From an optimization exercise on the open Yosys and OpenROAD flow, aimed at small area, a short achievable clock period and few clock cycles; shortcuts taken in it are not production practice.
Function was checked by simulation only, so behaviour that the tests miss may differ from the original.
Power figures rest on the tool's default switching activity, not on a simulated workload.

Setup of build 43:
## sa_tile
module sa_tile (
    input  logic          clk,
    input  logic          rst_n,
    input  logic          start,
    input  logic [15:0]   k_len,
    input  logic          in_valid,
    output logic          in_ready,
    input  logic [31:0]   a_in,
    input  logic [31:0]   b_in,
    output logic          out_valid,
    input  logic          out_ready,
    output logic [1:0]    out_row,
    output logic [127:0]  out_data,
    output logic          busy,
    output logic          done
);
export LEC_CHECK = 0
export CAP_MARGIN = 20
export CORE_MARGIN = 2
export CORE_UTILIZATION = 60
export PLACE_DENSITY = 0.68
export SETUP_SLACK_MARGIN = 4.7
export SLEW_MARGIN = 20
create_clock -name core_clock -period 9.0 [get_ports {clk}]
run.sh (not shown) runs the stock make flow with config.mk's settings and CLKGATE_MAP_FILE= SYNTH_SCRIPT=/design/flow/synth_recipe.tcl, a recipe that flattens the netlist after the stock synthesis.
Testbench counts of build 43, summed over its fixed seeds: cycles 17,359.
### build 43 -> build 76
- setting CTS_CLUSTER_SIZE to 24 for the first time
- setting CTS_CLUSTER_DIAMETER to 80 for the first time
==> run summary <==
- Diff build 43 -> build 76: clock network area share moved down; worst setup slack moved up; fraction of power spent switching nets moved up.
- Number of buffers added for setup after CTS: build 43 vs build 76 identical
- | layout filler cell count | higher: build 76 |
- NOTE: filler-free cell count of the finished design in build 76 falls short of that of build 43

== sierra ==
Starting RTL as in the previous note.
Design sa_tile, start of the top module:
module sa_tile (
    input  logic          clk,
    input  logic          rst_n,
    input  logic          start,
    input  logic [15:0]   k_len,
    input  logic          in_valid,
    output logic          in_ready,
    input  logic [31:0]   a_in,
    input  logic [31:0]   b_in,
    output logic          out_valid,
    input  logic          out_ready,
    output logic [1:0]    out_row,
    output logic [127:0]  out_data,
    output logic          busy,
    output logic          done
);
Settings: LEC_CHECK=0, CAP_MARGIN=20, CORE_MARGIN=2, CORE_UTILIZATION=60, CTS_CLUSTER_DIAMETER=80, CTS_CLUSTER_SIZE=24, GPL_ROUTABILITY_DRIVEN=0, PLACE_DENSITY=0.68, SETUP_SLACK_MARGIN=4.7, SLEW_MARGIN=20; clock period 9.0 ns.
standard.sh (not shown) runs the stock make flow with config.mk's settings and CLKGATE_MAP_FILE= SYNTH_SCRIPT=/design/flow/synth_recipe.tcl, a recipe that flattens the netlist after the stock synthesis.
==> flow/flow/run.sh <==
#!/bin/bash
# Standard layout, with plain buffers (buf_2) as the port buffers instead of
# the resizer's default pick. make's full output goes to flow_make.log.
set -euo pipefail
bash standard.sh "BUFFER_PORTS_ARGS=-buffer_cell sky130_fd_sc_hd__buf_2" finish > flow_make.log 2>&1
sierra | stages: all done | timing, DRC, antenna: all pass
Testbench counts of sierra, summed over its fixed seeds: cycles 17,359.
For amber, these inputs were changed with respect to sierra:
# sierra
export LEC_CHECK = 0
export CAP_MARGIN = 20
export CORE_MARGIN = 2
export CORE_UTILIZATION = 60
export CTS_CLUSTER_DIAMETER = 80
export CTS_CLUSTER_SIZE = 24
export GPL_ROUTABILITY_DRIVEN = 0
export PLACE_DENSITY = 0.68
export SETUP_SLACK_MARGIN = 4.7
export SLEW_MARGIN = 20
create_clock -name core_clock -period 9.0 [get_ports {clk}]
# amber
export LEC_CHECK = 0
export CAP_MARGIN = 20
export CORE_MARGIN = 2
export CORE_UTILIZATION = 40
export SETUP_SLACK_MARGIN = 4
export SLEW_MARGIN = 20
create_clock -name core_clock -period 9.0 [get_ports {clk}]
==> flow/run.sh (new file) <==
#!/bin/bash
# synth_recipe.tcl (not shown) runs the flow's synth.tcl, then flattens the netlist and writes it again
# the make line also repeats each setting of config.mk as NAME=value (left out here)
make -C /OpenROAD-flow-scripts/flow DESIGN_CONFIG=/design/flow/config.mk WORK_HOME=/design/flow/orfs CLKGATE_MAP_FILE= SYNTH_SCRIPT=/design/flow/synth_recipe.tcl finish
removed: flow/flow/run.sh
removed: flow/standard.sh
Findings:
- Changes observed in amber relative to sierra: CTS H-tree depth has increased; worst slack on hold paths went down 0.014 ns.
- Looking at post-CTS resize count, amber sits below sierra.
### amber -> quartz
# amber
export LEC_CHECK = 0
export CAP_MARGIN = 20
export CORE_MARGIN = 2
export CORE_UTILIZATION = 40
export SETUP_SLACK_MARGIN = 4
export SLEW_MARGIN = 20
create_clock -name core_clock -period 9.0 [get_ports {clk}]
# quartz
export LEC_CHECK = 0
export CAP_MARGIN = 20
export CORE_MARGIN = 2
export CORE_UTILIZATION = 63
export CTS_CLUSTER_DIAMETER = 100
export CTS_CLUSTER_SIZE = 30
export PLACE_DENSITY = 0.7
export SETUP_SLACK_MARGIN = 4.7
export SLEW_MARGIN = 20
create_clock -name core_clock -period 9.0 [get_ports {clk}]
==> flow/flow/run.sh (new file) <==
#!/bin/bash
# Standard layout, with plain buffers (buf_2) as the port buffers instead of
# the resizer's default pick. make's full output goes to flow_make.log.
set -euo pipefail
bash standard.sh "BUFFER_PORTS_ARGS=-buffer_cell sky130_fd_sc_hd__buf_2" finish > flow_make.log 2>&1
==> flow/standard.sh (new file) <==
#!/bin/bash
# synth_recipe.tcl (not shown) runs the flow's synth.tcl, then flattens the netlist and writes it again
# the make line also repeats each setting of config.mk as NAME=value (left out here)
make -C /OpenROAD-flow-scripts/flow DESIGN_CONFIG=/design/flow/config.mk WORK_HOME=/design/flow/orfs CLKGATE_MAP_FILE= SYNTH_SCRIPT=/design/flow/synth_recipe.tcl "${@:-finish}"
removed: flow/run.sh
### Flow results
Critical path depth ended up 11 lower on quartz than on amber.
As far as remaining number of nets flagged by the antenna check after routing goes, quartz and amber are indistinguishable; the numbers are identical.
Where hold slack is concerned, amber is outperformed by quartz.
Compared to amber, quartz has row count 20% lower.
Summary of quartz over amber: placer congestion estimate increased by 2.5% relative to the old numbers; non-clock buffer instance count of the final layout increased by about 22% relative to the old numbers; wire length of the first global-routing pass decreased by 7.6 mm relative to the old numbers; switching power summed over all nets increased by 0.21 mW relative to the old numbers.
quartz: ratio of final minimum period to clock period 5.7 points below amber
Growth of design area from synthesis to finish: higher on amber
Core util | quartz vs amber | quartz higher
### quartz -> willow
# quartz
export LEC_CHECK = 0
export CAP_MARGIN = 20
export CORE_MARGIN = 2
export CORE_UTILIZATION = 63
export CTS_CLUSTER_DIAMETER = 100
export CTS_CLUSTER_SIZE = 30
export PLACE_DENSITY = 0.7
export SETUP_SLACK_MARGIN = 4.7
export SLEW_MARGIN = 20
create_clock -name core_clock -period 9.0 [get_ports {clk}]
# willow
export LEC_CHECK = 0
export CAP_MARGIN = 20
export CORE_MARGIN = 2
export CORE_UTILIZATION = 55
export SETUP_SLACK_MARGIN = 4.5
export SLEW_MARGIN = 20
create_clock -name core_clock -period 9.0 [get_ports {clk}]
==> flow/run.sh (new file) <==
#!/bin/bash
# synth_recipe.tcl (not shown) runs the flow's synth.tcl, then flattens the netlist and writes it again
# the make line also repeats each setting of config.mk as NAME=value (left out here)
make -C /OpenROAD-flow-scripts/flow DESIGN_CONFIG=/design/flow/config.mk WORK_HOME=/design/flow/orfs CLKGATE_MAP_FILE= SYNTH_SCRIPT=/design/flow/synth_recipe.tcl finish
removed: flow/flow/run.sh
removed: flow/standard.sh
Delta (willow minus quartz): clock power share increased by 3.7 points relative to the old numbers; routed wire length decreased by about 5.3% relative to the old numbers; non-clock buffer count decreased by 17% relative to the old numbers; clock buffer and inverter area fraction after layout increased by 1.9 points relative to the old numbers.
diff inputs: willow => juniper
# willow
export LEC_CHECK = 0
export CAP_MARGIN = 20
export CORE_MARGIN = 2
export CORE_UTILIZATION = 55
export SETUP_SLACK_MARGIN = 4.5
export SLEW_MARGIN = 20
create_clock -name core_clock -period 9.0 [get_ports {clk}]
# juniper
export LEC_CHECK = 0
export CAP_MARGIN = 20
export CORE_MARGIN = 2
export CORE_UTILIZATION = 40
export SETUP_SLACK_MARGIN = 5
export SLEW_MARGIN = 20
create_clock -name core_clock -period 9.0 [get_ports {clk}]
Notes after the runs:
Delta (juniper minus willow): critical path depth rose 14; power has increased; worst clock skew higher; floorplan core area moved up; switching power of the nets now larger. Setup slack: juniper more than willow. When juniper is set beside willow, its post-detailed-placement half-perimeter wirelength turns out to be about 6% larger.

## what the ideal ports hide
No port has a modelled driver above. Below, the same layouts with a new extraction and two added sets of constraints.
Step 1, drivers: a clkbuf_16 drives clk and a buf_2 each remaining input, both assumed.
Step 2, shift: input delay + t, output delay - t, t = (earliest + latest rising clock arrival at the registers) / 2. This alone moves slack from input paths to output paths.
a / b / c = ideal / step 1 / step 2; a / b = the first two.
| run | t (ns) | slack for setup (ns) | pins driven straight from the clock port |
|---|---|---|---|
| build 43 | 0.754 | 4.708 / 4.636 / 4.479 | 1 |
| build 76 | 0.746 | 4.739 / 4.664 / 4.515 | 1 |
| sierra | 0.753 | 4.758 / 4.758 / 4.758 | 1 |
| amber | 0.787 | 4.265 / 4.260 / 4.265 | 1 |
| quartz | 0.727 | 4.777 / 4.701 / 4.786 | 1 |
| willow | 0.752 | 4.556 / 4.477 / 4.146 | 1 |
| juniper | 0.789 | 4.848 / 4.848 / 4.545 | 1 |
After both steps every run listed still meets setup and hold. The setup slack of willow, which loses most, moves by -0.079 ns with the drivers and by -0.410 ns with both steps.
